Background: an optimization exercise with open tools, aiming at small area and a short achievable clock period. Do not read the settings as production practice.
The RTL was checked by simulation tests, not by an equivalence proof against the original design.

==> run R <==
// dmem_responder
module dmem_responder #(
    parameter int ADDR_W   = 8,
    parameter int READ_LAT = 2
) (
    input  logic        clk,
    input  logic        reset_n,
    input  logic        req_valid,
    input  logic        req_write,
    input  logic [15:0] req_addr,
    input  logic [15:0] req_wdata,
    output logic        req_ready,
    output logic        rsp_valid,
    output logic [15:0] rsp_data,
    output logic [1:0]  wb_count
);
==> module dmem_responder, before the edit <==
module dmem_responder #(
    parameter int ADDR_W   = 8,
    parameter int READ_LAT = 2
) (
    input  logic        clk,
    input  logic        reset_n,
    input  logic        req_valid,
    input  logic        req_write,
    input  logic [15:0] req_addr,
    input  logic [15:0] req_wdata,
    output logic        req_ready,
    output logic        rsp_valid,
    output logic [15:0] rsp_data,
    output logic [1:0]  wb_count
);
    localparam int         DEPTH  = 1 << ADDR_W;
    localparam logic [0:0] S_IDLE = 1'b0;
    localparam logic [0:0] S_READ = 1'b1;
    localparam logic [2:0] LAT_M1 = 3'(READ_LAT - 1);
    logic [0:0]        r_state;
    logic [2:0]        r_cnt;
    logic [ADDR_W-1:0] r_raddr;
    logic [15:0]       r_rsp_data;
    logic [1:0]        r_wb_cnt;
    logic [ADDR_W-1:0] r_wb_addr [2];
    logic [15:0]       r_wb_data [2];
    logic [15:0]       r_mem     [DEPTH];
    logic [ADDR_W-1:0] w_req_addr;
    logic              w_final;
    logic              w_ready;
    logic              w_hs;
    logic              w_rd_acc;
    logic              w_wr_acc;
    logic              w_drain;
    logic [15:0]       w_fwd_data;
    logic              w_unused_addr_hi;
    assign w_req_addr       = req_addr[ADDR_W-1:0];
    assign w_unused_addr_hi = ^req_addr[15:ADDR_W];
    assign w_final  = (r_state == S_READ) && (r_cnt == 3'd0);
    assign w_ready  = ((r_state == S_IDLE) || w_final) && (r_wb_cnt != 2'd2);
    assign w_hs     = req_valid && w_ready;
    assign w_rd_acc = w_hs && !req_write;
    assign w_wr_acc = w_hs && req_write;
    assign w_drain  = (r_state == S_IDLE) && !w_hs && (r_wb_cnt != 2'd0);
    always_comb begin
        w_fwd_data = r_mem[r_raddr];
        if ((r_wb_cnt == 2'd2) && (r_wb_addr[1] == r_raddr)) begin
            w_fwd_data = r_wb_data[1];
        end else if ((r_wb_cnt != 2'd0) && (r_wb_addr[0] == r_raddr)) begin
            w_fwd_data = r_wb_data[0];
        end
    end
    always_ff @(posedge clk or negedge reset_n) begin
        if (!reset_n) begin
            r_state    <= S_IDLE;
            r_cnt      <= 3'd0;
            r_rsp_data <= 16'h0000;
            r_wb_cnt   <= 2'd0;
        end else begin
            case (r_state)
                S_IDLE: begin
                    if (w_rd_acc) begin
                        r_state <= S_READ;
                        r_cnt   <= LAT_M1;
                    end
                end
                S_READ: begin
                    if (r_cnt != 3'd0) begin
                        r_cnt <= r_cnt - 3'd1;
                    end else begin
                        r_rsp_data <= w_fwd_data;
                        if (w_rd_acc) begin
                            r_cnt <= LAT_M1;
                        end else begin
                            r_state <= S_IDLE;
                        end
                    end
                end
                default: begin
                    r_state <= S_IDLE;
                    r_cnt   <= 3'd0;
                end
            endcase
            if (w_wr_acc) begin
                r_wb_cnt <= r_wb_cnt + 2'd1;
            end else if (w_drain) begin
                r_wb_cnt <= r_wb_cnt - 2'd1;
            end
        end
    end
    always_ff @(posedge clk) begin
        if (w_rd_acc) begin
            r_raddr <= w_req_addr;
        end
        if (w_wr_acc) begin
            if (r_wb_cnt == 2'd0) begin
                r_wb_addr[0] <= w_req_addr;
                r_wb_data[0] <= req_wdata;
            end else begin
                r_wb_addr[1] <= w_req_addr;
                r_wb_data[1] <= req_wdata;
            end
        end else if (w_drain) begin
            r_mem[r_wb_addr[0]] <= r_wb_data[0];
            r_wb_addr[0]        <= r_wb_addr[1];
            r_wb_data[0]        <= r_wb_data[1];
        end
    end
    assign req_ready = w_ready;
    assign rsp_valid = w_final;
    assign rsp_data  = w_final ? w_fwd_data : r_rsp_data;
    assign wb_count  = r_wb_cnt;
endmodule
make LEC_CHECK=0 CAP_MARGIN=20 CORE_MARGIN=2 CORE_UTILIZATION=40 SLEW_MARGIN=20 SYNTH_MEMORY_MAX_BITS=8192 finish   # period 10.0 ns
run.sh (not shown) runs the stock make flow with config.mk's settings and CLKGATE_MAP_FILE= SYNTH_SCRIPT=/design/flow/synth_recipe.tcl, a recipe that flattens the netlist after the stock synthesis.
==> inputs of run H, as changes to run R <==
==> flow/design.v (replaced) <==
module dmem_responder #(
    parameter int ADDR_W   = 8,
    parameter int READ_LAT = 2
) (
    input  logic        clk,
    input  logic        reset_n,
    input  logic        req_valid,
    input  logic        req_write,
    input  logic [15:0] req_addr,
    input  logic [15:0] req_wdata,
    output logic        req_ready,
    output logic        rsp_valid,
    output logic [15:0] rsp_data,
    output logic [1:0]  wb_count
);
    localparam int DEPTH = 1 << ADDR_W;
    logic              r_rd1;       
    logic              r_idle;      
    logic              r_full;      
    logic              r_nempty;    
    logic              r_head;      
    logic              r_seen;      
    logic              r_rsp;       
    logic              r_ready;     
    logic [1:0]        r_wb_cnt;    
    logic [15:0]       r_rsp_data;  
    logic [15:0]       r_look;      
    logic              r_pend;      
    logic              r_pslot;     
    logic [ADDR_W-1:0] r_raddr;     
    logic [1:0]        r_hit;       
    logic [ADDR_W-1:0] r_wb_addr [2];
    logic [15:0]       r_wb_data [2];
    logic [15:0]       r_mem     [DEPTH];
    logic              w_hs, w_rd_acc, w_wr_acc, w_drain, w_idle;
    logic [1:0]        w_cnt_nxt;
    logic [1:0]        w_occ;
    logic [15:0]       w_fwd_data;
    logic [15:0]       w_mem_rd;
    logic [ADDR_W-1:0] w_req_addr;
    logic [ADDR_W-1:0] w_maddr;
    logic [15:0]       w_mdata;
    logic              w_unused_addr_hi;
    assign w_req_addr       = req_addr[ADDR_W-1:0];
    assign w_unused_addr_hi = ^req_addr[15:ADDR_W];
    assign w_idle   = r_idle;
    assign w_hs     = req_valid && !r_rd1 && !r_full;
    assign w_rd_acc = w_hs && !req_write;
    assign w_wr_acc = w_hs && req_write;
    assign w_drain  = w_idle && !w_hs && r_nempty;
    always_comb begin
        w_cnt_nxt = {r_full, r_nempty && !r_full};
        if (w_wr_acc) w_cnt_nxt = w_cnt_nxt + 2'd1;
        else if (w_drain) w_cnt_nxt = w_cnt_nxt - 2'd1;
    end
    always_ff @(posedge clk or negedge reset_n) begin
        if (!reset_n) begin
            r_rd1      <= 1'b0;
            r_idle     <= 1'b1;
            r_full     <= 1'b0;
            r_nempty   <= 1'b0;
            r_head     <= 1'b0;
            r_seen     <= 1'b0;
            r_rsp      <= 1'b0;
            r_ready    <= 1'b1;
            r_wb_cnt   <= 2'd0;
            r_rsp_data <= 16'h0000;
        end else begin
            r_rd1      <= w_rd_acc;
            r_idle     <= !w_rd_acc && !r_rd1;
            r_full     <= (w_cnt_nxt == 2'd2);
            r_nempty   <= (w_cnt_nxt != 2'd0);
            if (w_drain) r_head <= !r_head;
            if (r_rd1) r_seen <= 1'b1;
            r_rsp      <= r_rd1;
            r_ready    <= !w_rd_acc && (w_cnt_nxt != 2'd2);
            r_wb_cnt   <= w_cnt_nxt;
            r_rsp_data <= r_rd1 ? w_fwd_data : (r_seen ? r_look : 16'h0000);
        end
    end
    assign w_occ[0] = r_full || (r_nempty && !r_head);
    assign w_occ[1] = r_full || (r_nempty &&  r_head);
    always_ff @(posedge clk) begin
        for (int i = 0; i < 2; i++) begin
            if (!w_occ[i]) begin
                r_wb_addr[i] <= w_req_addr;
                r_wb_data[i] <= req_wdata;
            end
        end
        for (int i = 0; i < 2; i++) begin
            r_hit[i] <= w_occ[i] && (r_wb_addr[i] == w_req_addr);
        end
        r_raddr <= w_req_addr;
        if (r_rd1) r_look <= w_fwd_data;
        r_pend  <= w_drain;
        r_pslot <= r_head;
    end
    assign w_maddr = r_pslot ? r_wb_addr[1] : r_wb_addr[0];
    assign w_mdata = r_pslot ? r_wb_data[1] : r_wb_data[0];
    always_ff @(posedge clk) begin
        if (r_pend) r_mem[w_maddr] <= w_mdata;
    end
    assign w_mem_rd = r_mem[r_raddr];
    always_comb begin
        w_fwd_data = w_mem_rd;
        if (r_hit[1]) w_fwd_data = r_wb_data[1];
        else if (r_hit[0]) w_fwd_data = r_wb_data[0];
    end
    assign req_ready = r_ready;
    assign rsp_valid = r_rsp;
    assign rsp_data  = r_rsp_data;
    assign wb_count  = r_wb_cnt;
endmodule
==> flow/flow/run.sh (new file) <==
#!/bin/bash
# Standard ORFS layout (the standard.sh, standard synthesis unchanged), with:
#  * larger clock-tree sink clusters and no dummy loads, so the (still balanced) clock
#    tree uses fewer buffers.
set -euo pipefail
bash standard.sh \
  SETUP_SLACK_MARGIN=6.5 \
  "CTS_ARGS=-sink_clustering_enable -repair_clock_nets -sink_clustering_size 24 -sink_clustering_max_diameter 80 -dont_use_dummy_load" \
  finish > make_finish.log 2>&1
==> flow/standard.sh (new file) <==
#!/bin/bash
# synth_recipe.tcl (not shown) runs the flow's synth.tcl, then flattens the netlist and writes it again
# the make line also repeats each setting of config.mk as NAME=value (left out here)
make -C /OpenROAD-flow-scripts/flow DESIGN_CONFIG=/design/flow/config.mk WORK_HOME=/design/flow/orfs CLKGATE_MAP_FILE= SYNTH_SCRIPT=/design/flow/synth_recipe.tcl "${@:-finish}"
--- a/flow/config.mk
+++ b/flow/config.mk
@@ -7,6 +7,6 @@
 export LEC_CHECK = 0
 export CAP_MARGIN = 20
 export CORE_MARGIN = 2
-export CORE_UTILIZATION = 40
+export CORE_UTILIZATION = 45
 export SLEW_MARGIN = 20
 export SYNTH_MEMORY_MAX_BITS = 8192
removed: flow/run.sh
==> flow_summary_export.csv <==
group,metric,value,unit
routing,met2_length,223.0,mm
global_route,grtUsageMet3,5.641,%
status,run_status,"no timing/DRC/antenna violations",
yosys,synthAdderAreaFrac,0.01550,%
worst_hold_path,min_path_cells,1,
global_route,gr-usage-all-layers,22.88,%
placement,detailedPlace.worstSlack,2.179,ns
timing,worst_hold_margin,0.5029,ns
(the above is from run R)
==> flow_summary_export.csv <==
group,metric,value,unit
worst_hold_path,min_path_cells,0,
yosys,main_combinational_cell_family_by_area_after_synthesis,"multiplexers",
global_route,grtUsageMet3,4.763,%
placement,detailedPlace.worstSlack,4.449,ns
routing,met2_length,223.3,mm
routing,wl_per_cell,36.78,um
yosys,synthAdderAreaFrac,0,%
timing,worst_hold_margin,0.4831,ns
status,run_status,"no timing/DRC/antenna violations",
(the above is from run H)

[static timing again, ports no longer ideal]
The flow's constraints put no driver on any port. The routed layouts listed below were extracted and timed again, unchanged, in two steps.
Step 1: set_driving_cell puts a clkbuf_16 on clk and a buf_2 on each other input, an assumption about the parent block.
Step 2 moves the port delays by t, midway between the first and last clock arrival at a register: inputs arrive t later, outputs are due t later. That takes back most of the time a late clock gives input paths.
Three values: ideal ports, drivers, drivers and shift; two values: the first two.
run | shift t [ns] | setup slack, ns | hold slack, ns | worst setup path at the end | worst register clock-pin slew, ns
run R | 1.093 | 1.058 / 0.950 / 2.043 | 0.503 / 0.503 / 0.503 | register to output | 0.06 / 0.06
run H | 0.998 | 6.355 / 6.278 / 6.355 | 0.483 / 0.483 / 0.483 | register to register | 0.10 / 0.10
After both steps setup and hold are still met in every run listed.
